This design comes from an exercise in tuning for small area, a short achievable clock period and few clock cycles per item on the open sky130 flow, not from production work. RTL that was checked went through simulation tests only; none was proved equivalent to the original. For runs 2 and 3, only the layout was checked, not whether the RTL still works.

==> flow/design.v, too long to show whole: its modules and the start of the top module <==
// module yuv2rgb_top: 575 lines
module yuv2rgb_top #(
	parameter int img_width = 320,
	parameter int img_height = 240
) (
	input logic CLOCK_50_I,
	input logic Resetn,
	input logic start,
	input logic [15:0] read_data,
	output logic [15:0] write_data,
	output logic [17:0] address,
	output logic write_en_n,
	output logic done
);
  // ...
==> flow/flow/run.sh <==
#!/bin/bash
# Standard layout, with the port buffers made from buf_2 cells instead of the
# default choice (a delay buffer): smaller, and faster to the outputs.
set -e
export BUFFER_PORTS_ARGS="-buffer_cell sky130_fd_sc_hd__buf_2"
bash standard.sh > standard.log 2>&1
==> flow/standard.sh <==
#!/bin/bash
# synth_recipe.tcl (not shown) runs the flow's synth.tcl, then flattens the netlist and writes it again
# the make line also repeats each setting of config.mk as NAME=value (left out here)
make -C /OpenROAD-flow-scripts/flow DESIGN_CONFIG=/design/flow/config.mk WORK_HOME=/design/flow/orfs CLKGATE_MAP_FILE= SYNTH_SCRIPT=/design/flow/synth_recipe.tcl "${@:-finish}"
==> flow/config.mk <==
export PLATFORM = sky130hd
export DESIGN_NAME = yuv2rgb_top
export DESIGN_NICKNAME = yuv2rgb_top
export VERILOG_FILES = /design/flow/design.v
export SDC_FILE = /design/flow/constraint.sdc
export NUM_CORES = 4
export LEC_CHECK = 0
export CAP_MARGIN = 20
export CORE_MARGIN = 2
export CORE_UTILIZATION = 40
export CTS_BUF_LIST = sky130_fd_sc_hd__clkbuf_16
export CTS_CLUSTER_DIAMETER = 120
export CTS_CLUSTER_SIZE = 20
export SLEW_MARGIN = 20
==> flow/constraint.sdc <==
create_clock -name core_clock -period 11.0 [get_ports {CLOCK_50_I}]
set_input_delay 2.2000 -clock core_clock [delete_from_list [all_inputs] [get_ports {CLOCK_50_I}]]
set_output_delay 2.2000 -clock core_clock [all_outputs]
set_load 0.01 [all_outputs]
==> impl_metrics.sql, run 1 <==
INSERT INTO impl_metrics (metric_group, metric, value, unit) VALUES
('cells_and_area', 'n_sequential_cell', '449', ''),
('route', 'highest-signal-layer', 'met4', ''),
('cells_and_area', 'final_area', '27000', 'µm²'),
('outcome', 'run_status', 'finished clean', ''),
('setup_path', 'cp-start-kind', 'flip-flop', ''),
('place', 'post_placement_setup_slack', '7610', 'ps'),
('timing', 'hold_viol', '0', ''),
('place', 'buffer_ports.inserted', '54', ''),
('yosys', 'synthMostInstantiatedCell', 'inv_1', ''),
('yosys', 'synth_top_area_cell', 'dfxtp_1', ''),
('setup_path', 'timing.rr.start', 'ph[2]', ''),
('yosys', 'synth_enable_flop_cells', '176', ''),
('global_routing', 'grt_first_pass_wirelength', '89300', 'µm'),
('cells_and_area', 'dominant_cells', 'multi-input combinational cells', ''),
('timing', 'worstMarginPinSlew', '1020', 'ps'),
('cells_and_area', 'nClkBuffers', '27', ''),
('timing', 'final_min_period_over_clock_period', '32.2', '%'),
('cells_and_area', 'layout-drive-gt1-share', '5.33', '%'),
('yosys', 'combinational_family_with_the_most_area_after_synthesis', 'adder cells', ''),
('setup_path', 'worst_r2r_endpoint', 'write_data[11]', ''),
('global_routing', 'grt_pass1_vias', '16087', ''),
('setup_path', 'worst-r2r-cell-count', '5', ''),
('cells_and_area', 'layout_common_cells', '451 x inv_1, 266 x dfxtp_1, 213 x ha_1', ''),
('yosys', 'synth_area_leaders', 'dfxtp_1 21%, edfxtp_1 21%, fa_1 16%', ''),
('yosys', 'number_of_distinct_library_cells_after_synthesis', '67', ''),
('setup_path', 'timing.critical_path.arrival', '1340', 'ps'),
('route', 'via_count', '15716', ''),
('timing', 'rsz0062_at_grt', 'false', ''),
('yosys', 'ys_seq_area_share', '43.2', '%'),
('route', 'drc_errors', '0', ''),
('route', 'per_cell_routed_wire_length', '17.8', 'µm'),
('hold_path', 'hold_path_depth', '0', ''),
('yosys', 'synth-xor-area-share', '3.37', '%'),
('cells_and_area', 'finalNetCount', '2742', ''),
('yosys', 'synth.yosys.warnings', '2', ''),
('clock_network', 'cts.htree.levels', '1', ''),
('die', 'design.portCount', '55', '');
Testbench counts, summed over its fixed seeds: cycles 1,152,168, frames 6.
==> run 2, diff against run 1 <==
--- a/flow/design.v
+++ b/flow/design.v
@@ -26,46 +26,56 @@
 	logic [15:0] mc;
 	logic [6:0] col;
 	logic wr_ok;
 	logic [16:0] rgb;
 	logic finish;
 	logic wr_ok_n;
 	logic wr_issue;
 	logic [17:0] c_addr;
-	assign finish = active && (ph == 4'd6) && (mc == y_end);
+	logic [3:0] ph_n;
+	logic at_end;
+	logic ad_y, ad_y1, ad_c, ad_v, ad_flip;
+	logic wd_rg, wd_sr, wd_gb;
+	assign ph_n = !active ? (start ? 4'd0 : 4'd9)
+		: (finish ? 4'd9 : ((ph == 4'd9) ? 4'd0 : ph + 4'd1));
+	assign finish = active && (ph == 4'd6) && at_end;
 	assign wr_ok_n = wr_ok || ((ph == 4'd6) && (col == 7'd0));
 	assign wr_issue = active && !finish && wr_ok_n && ((ph == 4'd1) || (ph == 4'd2)
 		|| (ph == 4'd4) || (ph == 4'd5) || (ph == 4'd6) || (ph == 4'd8));
-	assign c_addr = (ph == 4'd0) ? (v_base2 + {{2{mc[15]}}, mc}) : (u_base2 + {{2{mc[15]}}, mc});
+	assign c_addr = ad_v ? (v_base2 + {{2{mc[15]}}, mc}) : (u_base2 + {{2{mc[15]}}, mc});
 	always_ff @(posedge CLOCK_50_I or negedge Resetn) begin
 		if (!Resetn) begin
 			active <= 1'b0;
 			ph <= 4'd9;
 			done <= 1'b0;
 			write_en <= 1'b0;
 		end else begin
 			done <= finish;
 			write_en <= wr_issue;
+			ph <= ph_n;
 			if (!active) begin
-				if (start) begin
-					active <= 1'b1;
-					ph <= 4'd0;
-				end else begin
-					ph <= 4'd9;
-				end
+				active <= start;
 			end else if (finish) begin
 				active <= 1'b0;
-				ph <= 4'd9;
-			end else begin
-				ph <= (ph == 4'd9) ? 4'd0 : ph + 4'd1;
 			end
 		end
 	end
 	always_ff @(posedge CLOCK_50_I) begin
+		at_end <= (mc == y_end);
+		ad_y <= (ph_n == 4'd3) || (ph_n == 4'd7);
+		ad_y1 <= (ph_n == 4'd3);
+		ad_c <= (ph_n == 4'd9) || (ph_n == 4'd0);
+		ad_v <= (ph_n == 4'd0);
+		ad_flip <= (ph_n == 4'd1) || (ph_n == 4'd2);
+		wd_rg <= (ph_n == 4'd1) || (ph_n == 4'd6);
+		wd_sr <= (ph_n == 4'd4) || (ph_n == 4'd8);
+		wd_gb <= (ph_n == 4'd2);
+	end
+	always_ff @(posedge CLOCK_50_I) begin
 		if (!active || finish) begin
 			mc <= 16'hfffe;
 			col <= col_idle;
 			wr_ok <= 1'b0;
 			rgb <= rgb_first;
 		end else begin
 			wr_ok <= wr_ok_n;
 			if (ph == 4'd3) begin
@@ -73,23 +83,23 @@
 			end
 			if (ph == 4'd7) begin
 				col <= (col == 7'(macros_per_row - 1)) ? 7'd0 : col + 7'd1;
 			end
 			if (wr_issue) begin
 				rgb <= rgb + 17'd1;
 			end
 		end
-		case (ph)
-			4'd3: address <= {1'b0, mc, 1'b1};
-			4'd7: address <= {1'b0, mc, 1'b0};
-			4'd9, 4'd0: address <= c_addr;
-			4'd1, 4'd2: address <= {1'b1, rgb[16:1], ~rgb[0]};
-			default: address <= {1'b1, rgb};
-		endcase
+		if (ad_y) begin
+			address <= {1'b0, mc, ad_y1};
+		end else if (ad_c) begin
+			address <= c_addr;
+		end else begin
+			address <= {1'b1, rgb[16:1], rgb[0] ^ ad_flip};
+		end
 	end
 	assign write_en_n = !write_en;
 	logic [7:0] cw [0:11];
 	logic [7:0] us, vs;
 	logic n_allc, n_a, n_b;
 	logic vsel;
 	logic cl_l0, cl_l1, cl_r7, cl_r8, cl_r9;
 	assign n_allc = (ph == 4'd9) || (ph == 4'd0) || (ph == 4'd3) || (ph == 4'd4);
@@ -560,16 +570,19 @@
 			pix_b <= clip8(hb[11:1]);
 		end
 		if ((ph == 4'd7) || (ph == 4'd1)) begin
 			save_b <= pix_b;
 		end
 		if (ph == 4'd9) begin
 			save_gb <= {pix_g, pix_b};
 		end
-		case (ph)
-			4'd2: write_data <= save_gb;
-			4'd1, 4'd6: write_data <= {pix_r, pix_g};
-			4'd4, 4'd8: write_data <= {save_b, pix_r};
-			default: write_data <= {pix_g, pix_b};
-		endcase
+		if (wd_gb) begin
+			write_data <= save_gb;
+		end else if (wd_rg) begin
+			write_data <= {pix_r, pix_g};
+		end else if (wd_sr) begin
+			write_data <= {save_b, pix_r};
+		end else begin
+			write_data <= {pix_g, pix_b};
+		end
 	end
 endmodule
==> run 2 against run 1 <==
Against the previous run: still clean on timing, DRC and antenna; sequential cell count up 9; critical path depth rose by 12; synthesized area is 0.91% higher; highest routed layer unchanged.
==> impl_metrics.sql, run 2 <==
INSERT INTO impl_metrics (metric_group, metric, value, unit) VALUES
('cells_and_area', 'finalNetCount', '2763', ''),
('route', 'drt_iter0_drc', '766', ''),
('place', 'buffer_ports.inserted', '54', ''),
('die', 'rows', '92', ''),
('yosys', 'syn_inst', '2283', ''),
('cells_and_area', 'final_non_filler_cell_total', '3188', ''),
('cells_and_area', 'insertedDiodeCount', '0', ''),
('setup_path', 'timing.critical_path.arrival', '4020', 'ps'),
('yosys', 'syn_area', '25200', 'µm²'),
('yosys', 'synth_top_area_cell', 'dfxtp_1', ''),
('setup_path', 'crit_slowest_cell', 'dfxtp_1', ''),
('timing', 'fin_setup_tns', '0', 'ps'),
('cells_and_area', 'layout-drive-gt1-share', '5.59', '%'),
('global_routing', 'grt-ovfl-total', '0', ''),
('route', 'via_count', '15321', ''),
('setup_path', 'max_stage_delay', '540', 'ps'),
('setup_path', 'cp_top_family', 'adder cells', ''),
('cells_and_area', 'layout.cells.most_common', 'inv_1', ''),
('die', 'design.portCount', '55', ''),
('timing', 'setup_violations', '0', ''),
('die', 'die_height', '255', 'µm'),
('clock_network', 'cts_buffer_depth', '3', ''),
('outcome', 'run_status', 'finished clean', ''),
('clock_network', 'post_cts_hold_buffer_count', '0', ''),
('yosys', 'async_reset_ff_share', '1.53', '%'),
('clock_network', 'clk_pin_slew_worst_setup_hold_paths', '90', 'ps'),
('yosys', 'mappedNetlistNets', '2721', ''),
('hold_path', 'worst_hold_path_type', 'flip-flop to flip-flop', ''),
('yosys', 'synth-seq-cells', '458', ''),
('global_routing', 'grt_max_degree', '85', ''),
('yosys', 'synth_enable_flop_cells', '176', ''),
('yosys', 'ys_seq_area_share', '43.5', '%'),
('cells_and_area', 'layout_common_cells', '455 x inv_1, 275 x dfxtp_1, 215 x ha_1', ''),
('yosys', 'fraction_of_synthesized_cell_area_taken_by_the_top_area_cell_type', '21.8', '%'),
('route', 'drt-total-wl', '51800', 'µm'),
('setup_path', 'rrSetupSlack', '7430', 'ps'),
('setup_path', 'crit_type', 'flip-flop to flip-flop', ''),
('setup_path', 'cp_cell_sequence', 'inv_1, fa_1, fa_1, fa_1, inv_1, ha_1, a21o_1, a21o_1, a21oi_1, o21ai_0, a21o_1, a21oi_1, o21ai_0', ''),
('cells_and_area', 'final_area', '27300', 'µm²'),
('clock_network', 'cts_buffers', '27', ''),
('timing', 'max_clock_freq', '280', 'MHz'),
('timing', 'slew-limit-headroom', '29.9', '%'),
('route', 'drc_errors', '0', ''),
('global_routing', 'grt_pass1_vias', '15742', ''),
('clock_network', 'cts.repair.resized', '0', ''),
('route', 'per_cell_routed_wire_length', '16.3', 'µm'),
('setup_path', 'cp-start-kind', 'flip-flop', ''),
('timing', 'maxSlewViolCount', '0', ''),
('timing', 'period_needed', '3570', 'ps'),
('timing', 'rsz0062_at_grt', 'false', ''),
('flow_run', 'max_cap_violations', '0', ''),
('setup_path', 'largest_fanout_on_the_critical_path', '5', ''),
('place', 'detailedPlacementHpwl', '40900', 'µm'),
('yosys', 'ys_top_cells_by_count', '438 x inv_1, 275 x dfxtp_1, 215 x ha_1', ''),
('route', 'antenna_violating_nets_post_route', '0', ''),
('die', 'starting_density', '40.2', '%'),
('global_routing', 'grt_first_pass_wirelength', '83800', 'µm'),
('setup_path', 'cp.buffers_inverters', '2', ''),
('place', 'gp_congestion', '0.869', ''),
('clock_network', 'clock-sinks', '458', ''),
('clock_network', 'cts.htree.levels', '1', ''),
('timing', 'clock-skew-final', '16.9', 'ps'),
('cells_and_area', 'count_of_fill_cells_added_during_filler_insertion', '5848', ''),
('yosys', 'synth_ff_type', 'dfxtp_1', ''),
('yosys', 'synth.yosys.warnings', '2', ''),
('setup_path', 'crit_path_end_kind', 'flip-flop', ''),
('cells_and_area', 'largest_register_ffs', '96', ''),
('route', 'drt-vias-per-instance', '4.81', ''),
('timing', 'hold_viol', '0', ''),
('global_routing', 'grt_util_all_layers', '16.3', '%'),
('yosys', 'post_synth.cell_area_avg', '11.0', 'µm²'),
('die', 'core-area', '62700', 'µm²'),
('clock_network', 'clockRootBuffer', 'clkbuf_16', ''),
('clock_network', 'clock_insertion_delay_at_the_later_pin_of_the_skew_report', '590', 'ps'),
('route', 'drt_pre_antenna_iters', '5', ''),
('timing', 'final_min_period_over_clock_period', '32.5', '%'),
('die', 'die_footprint', '65100', 'µm²'),
('clock_network', 'cts_setup_buffers', '0', ''),
('global_routing', 'antenna_found_initial', '0', ''),
('yosys', 'synthMostInstantiatedCell', 'inv_1', ''),
('place', 'placed_cells', '3141', ''),
('cells_and_area', 'area_delta_synth_final', '8.13', '%'),
('place', 'detailed_place.area', '26500', 'µm²'),
('cells_and_area', 'final_util', '43.5', '%'),
('yosys', 'synth_area_leaders', 'dfxtp_1 22%, edfxtp_1 21%, fa_1 16%', ''),
('die', 'fp.dieW', '255', 'µm'),
('setup_path', 'cp.required', '11450', 'ps'),
('clock_network', 'clock_tree_from_tritoncts', 'done', ''),
('yosys', 'number_of_distinct_library_cells_after_synthesis', '65', ''),
('timing', 'worstMarginPinSlew', '1050', 'ps');
==> run 2: path summary, 6_finish.rpt <==
kind                            end      from  cells past startpoint
max                            mb_c   pu_p[8]                     13
min                         fh_b[8]  tap_c[8]                      0
max reg2reg                    mb_c   pu_p[8]                     13
min reg2reg                 fh_b[8]  tap_c[8]                      0
max in group asynchronous     ph[3]    Resetn                      1
min in group asynchronous  write_en    Resetn                      1
==> run 2: kinds of logic (layout without fill, tap and decap cells) <==
kind of cell	count (synthesis)	after routing	synth area share, %
buffers and inverters	490	549	7.39
DFF	458	458	43.5
adders and majority gates	419	419	26.9
and+or+nand+nor	378	378	7.24
AOI/OAI and AO/OA	376	376	9.02
xor gates and xnor gates	104	104	3.61
muxes	58	58	2.36
==> run 2: area by class of cell <==
cell class,count,area (µm²),share of cell area (%)
tap,846,1060,3.88
sequential,458,11000,40.2
clock buffer,28,701,2.57
timing repair buffer,65,357,1.31
inverter,438,1640,6.03
multi-input combinational,1335,12400,45.7
clock inverter,18,83.8,0.308
==> run 2: worst register-to-register path, cell delays in order, from the launching register on <==
cell and delay (ps):
dfxtp_1 540, inv_1 110, fa_1 430, fa_1 500, fa_1 540, inv_1 50, ha_1 300, a21o_1 160
a21o_1 170, a21oi_1 130, o21ai_0 110, a21o_1 180, a21oi_1 130, o21ai_0 90
==> run 2: routing by layer <==
metal	global-route usage, %	vias up	share of wire, %
met5	0	-	0
met4	5.21	0	3.3
met3	2.40	83	4.1
met2	27.7	277	47
met1	21.5	7396	45
li1	-	7565	-
==> run 2: per-stage QoR <==
step           setup WS, ps  hold WS [ps]
6_report               7430           417
5_1_grt                7180           430
4_1_cts                7440           422
3_5_place_dp           7500           405
3_3_place_gp           7450           401
2_1_floorplan          4240           364
==> run 3, diff against run 2 <==
==> flow/run.sh (new file) <==
#!/bin/bash
# synth_recipe.tcl (not shown) runs the flow's synth.tcl, then flattens the netlist and writes it again
# the make line also repeats each setting of config.mk as NAME=value (left out here)
make -C /OpenROAD-flow-scripts/flow DESIGN_CONFIG=/design/flow/config.mk WORK_HOME=/design/flow/orfs CLKGATE_MAP_FILE= SYNTH_SCRIPT=/design/flow/synth_recipe.tcl finish
removed: flow/flow/run.sh
removed: flow/standard.sh
==> run 3 against run 2 <==
Against the previous run: synthesized area is the same; global-route usage is essentially flat; first-iteration DRC count grew 14%; register-to-register slack is essentially flat; setup slack lost 160 ps; largest cell class unchanged; highest routed layer unchanged.
==> impl_metrics.sql, run 3 <==
INSERT INTO impl_metrics (metric_group, metric, value, unit) VALUES
('route', 'drt_iter0_drc', '873', ''),
('yosys', 'ys_seq_area_share', '43.5', '%'),
('clock_network', 'cts_setup_buffers', '0', ''),
('route', 'per_cell_routed_wire_length', '16.2', 'µm'),
('yosys', 'post_synth.cell_area_avg', '11.0', 'µm²'),
('global_routing', 'grt_first_pass_wirelength', '84700', 'µm'),
('setup_path', 'largest_fanout_on_the_critical_path', '1', ''),
('timing', 'setup_violations', '0', ''),
('clock_network', 'clock-sinks', '458', ''),
('setup_path', 'cp-start-kind', 'flip-flop', ''),
('place', 'post_placement_setup_slack', '7380', 'ps'),
('timing', 'max_clock_freq', '268', 'MHz'),
('yosys', 'number_of_distinct_library_cells_after_synthesis', '65', ''),
('outcome', 'run_status', 'finished clean', ''),
('setup_path', 'worst-r2r-cell-count', '13', ''),
('cells_and_area', 'largest_register_ffs', '96', ''),
('route', 'drc_errors', '0', ''),
('hold_path', 'worst_hold_path_type', 'flip-flop to flip-flop', ''),
('yosys', 'synth_area_leaders', 'dfxtp_1 22%, edfxtp_1 21%, fa_1 16%', ''),
('yosys', 'ys_top_cells_by_count', '438 x inv_1, 275 x dfxtp_1, 215 x ha_1', ''),
('setup_path', 'rrSetupSlack', '7440', 'ps'),
('cells_and_area', 'multi_input_area', '12500', 'µm²'),
('timing', 'hold_viol', '0', ''),
('clock_network', 'cts_buffer_depth', '3', ''),
('global_routing', 'grt-ovfl-total', '0', ''),
('timing', 'maxSlewViolCount', '0', ''),
('place', 'buffer_ports.inserted', '54', ''),
('setup_path', 'worst_setup_sp', 'write_en', ''),
('place', 'gp_congestion', '0.863', ''),
('route', 'via_count', '15340', ''),
('clock_network', 'cts.htree.levels', '1', ''),
('die', 'core-area', '62700', 'µm²'),
('cells_and_area', 'layout.cells.most_common', 'inv_1', ''),
('clock_network', 'cts_buffers', '27', ''),
('flow_run', 'max_cap_violations', '0', ''),
('global_routing', 'antenna_found_initial', '0', ''),
('hold_path', 'min_from', 'cw[11][4]', ''),
('timing', 'clock-skew-final', '20.2', 'ps'),
('die', 'starting_density', '40.2', '%'),
('setup_path', 'crit_type', 'flip-flop to output pin', ''),
('place', 'detailedPlacementHpwl', '40600', 'µm'),
('setup_path', 'timing.critical_path.arrival', '1530', 'ps'),
('yosys', 'synth_ff_type', 'dfxtp_1', ''),
('die', 'fp.dieW', '255', 'µm'),
('yosys', 'synth_enable_flop_cells', '176', ''),
('yosys', 'fraction_of_synthesized_cell_area_taken_by_the_top_area_cell_type', '21.8', '%'),
('route', 'antenna_violating_nets_post_route', '0', ''),
('global_routing', 'grt_pass1_vias', '15714', ''),
('cells_and_area', 'insertedDiodeCount', '0', ''),
('timing', 'layout_setup_ws', '7270', 'ps'),
('timing', 'hold_ws', '420', 'ps'),
('cells_and_area', 'count_of_fill_cells_added_during_filler_insertion', '5801', ''),
('cells_and_area', 'final_util', '43.9', '%'),
('yosys', 'synth.yosys.warnings', '2', ''),
('clock_network', 'clock_insertion_delay_at_the_later_pin_of_the_skew_report', '600', 'ps'),
('clock_network', 'clk_pin_slew_worst_setup_hold_paths', '90', 'ps'),
('setup_path', 'cp.required', '8800', 'ps'),
('hold_path', 'worst_hold_path.endpoint', 'cw[10][4]', ''),
('timing', 'period_needed', '3730', 'ps'),
('global_routing', 'grt_max_degree', '82', ''),
('yosys', 'async_reset_ff_share', '1.53', '%'),
('yosys', 'syn_area', '25200', 'µm²'),
('setup_path', 'worst_r2r_endpoint', 'mb_c', ''),
('hold_path', 'hold_path_depth', '0', ''),
('die', 'design.portCount', '55', ''),
('cells_and_area', 'layout_common_cells', '454 x inv_1, 273 x dfxtp_1, 215 x ha_1', ''),
('clock_network', 'cts.repair.resized', '0', ''),
('yosys', 'syn_inst', '2283', ''),
('cells_and_area', 'area_delta_synth_final', '9.27', '%'),
('timing', 'rsz0062_at_grt', 'false', ''),
('timing', 'slew-limit-headroom', '31.9', '%'),
('yosys', 'mappedNetlistNets', '2721', ''),
('die', 'rows', '92', ''),
('yosys', 'synth_top_area_cell', 'dfxtp_1', ''),
('yosys', 'synthMostInstantiatedCell', 'inv_1', ''),
('cells_and_area', 'layout-drive-gt1-share', '3.50', '%'),
('clock_network', 'post_cts_hold_buffer_count', '0', ''),
('yosys', 'synth-seq-cells', '458', ''),
('route', 'drt_pre_antenna_iters', '5', ''),
('timing', 'final_min_period_over_clock_period', '33.9', '%'),
('timing', 'worstMarginPinSlew', '1020', 'ps'),
('setup_path', 'crit_path_end_kind', 'output pin', ''),
('die', 'die_height', '255', 'µm'),
('clock_network', 'clockRootBuffer', 'clkbuf_16', ''),
('route', 'drt-total-wl', '51600', 'µm'),
('setup_path', 'timing.rr.start', 'pu_p[8]', ''),
('cells_and_area', 'seqCellArea', '11000', 'µm²'),
('global_routing', 'grt_util_all_layers', '16.4', '%'),
('timing', 'fin_setup_tns', '0', 'ps'),
('clock_network', 'clock_tree_from_tritoncts', 'done', ''),
('cells_and_area', 'finalNetCount', '2765', ''),
('route', 'drt-vias-per-instance', '4.81', ''),
('die', 'die_footprint', '65100', 'µm²');
run 3: cell counts after synthesis:
Identical to the previous run, type by type.
run 3: worst max-delay path by stage:
stage | to | slack [ps] | cells past startpoint
after floorplan | cw[11][0] | 4240 | 5
after global placement | ad_v | 7460 | 5
after detailed placement | ad_y1 | 7380 | 5
after CTS | write_en_n | 7220 | 2
after global routing | write_en_n | 7210 | 2
final | write_en_n | 7270 | 2
run 3: worst max-delay path, cell delays in order (launching register included):
cell and delay [ps]:
dfrtp_1 360, inv_1 50, clkdlybuf4s50_1 530
run 3: area by class of cell:
class / instances / share of cell area [%]
multi-input combinational: 1335 / 45.2
sequential: 458 / 39.8
inverter: 438 / 5.97
tap: 846 / 3.84
clock buffer: 27 / 2.45
timing repair buffer: 67 / 2.33
clock inverter: 19 / 0.386
run 3: per-stage QoR:
step                cells  instance area [µm²]
floorplan            2283                25200
global placement     3143                26700
detailed placement   3143                26700
CTS                  3189                27500
global route         3190                27500
finish               3190                27500
run 3: kinds of logic (layout without fill, tap and decap cells):
| group | after synthesis | after routing | synth area share [%] |
|---|---|---|---|
| compound gates | 376 | 376 | 9.02 |
| xor+xnor | 104 | 104 | 3.61 |
| fa+ha+maj | 419 | 419 | 26.9 |
| buf+inv | 490 | 551 | 7.39 |
| flops | 458 | 458 | 43.5 |
| mux | 58 | 58 | 2.36 |
| simple gates | 378 | 378 | 7.24 |
run 3: layer usage:
layer | wire [µm] | up-vias | track usage, % | part of all wire (%)
li1 | - | 7561 | - | -
met1 | 24000 | 7438 | 22.7 | 47
met2 | 24200 | 272 | 27.0 | 47
met3 | 2220 | 69 | 2.52 | 4.3
met4 | 1190 | 0 | 3.78 | 2.3
met5 | 0 | - | 0 | 0

-- separate check: timing with driven ports --
The results above use ideal ports. As a check the final layouts listed here were re-extracted and re-timed, cells and wires unchanged.
Step 1 (the two cells are an assumption about what drives the block):
set clk [get_ports {CLOCK_50_I}]
set_driving_cell -lib_cell sky130_fd_sc_hd__clkbuf_16 $clk
set_driving_cell -lib_cell sky130_fd_sc_hd__buf_2 [delete_from_list [all_inputs] $clk]
Step 2 moves the port delays by t, midway between the first and last clock arrival at a register: inputs arrive t later, outputs are due t later. That takes back most of the time a late clock gives input paths.
a / b / c = ideal ports / drivers / drivers and shift; a / b = the first two.
run	shift t [ns]	slack for setup (ns)	hold WS [ns]	cell pins on the clock port's net
run 1	0.633	7.458 / 7.400 / 7.553	0.421 / 0.421 / 0.421	1
run 2	0.637	7.429 / 7.429 / 7.429	0.417 / 0.417 / 0.417	1
run 3	0.645	7.271 / 7.213 / 7.403	0.420 / 0.420 / 0.420	1
After both steps setup and hold are still met in every run listed.
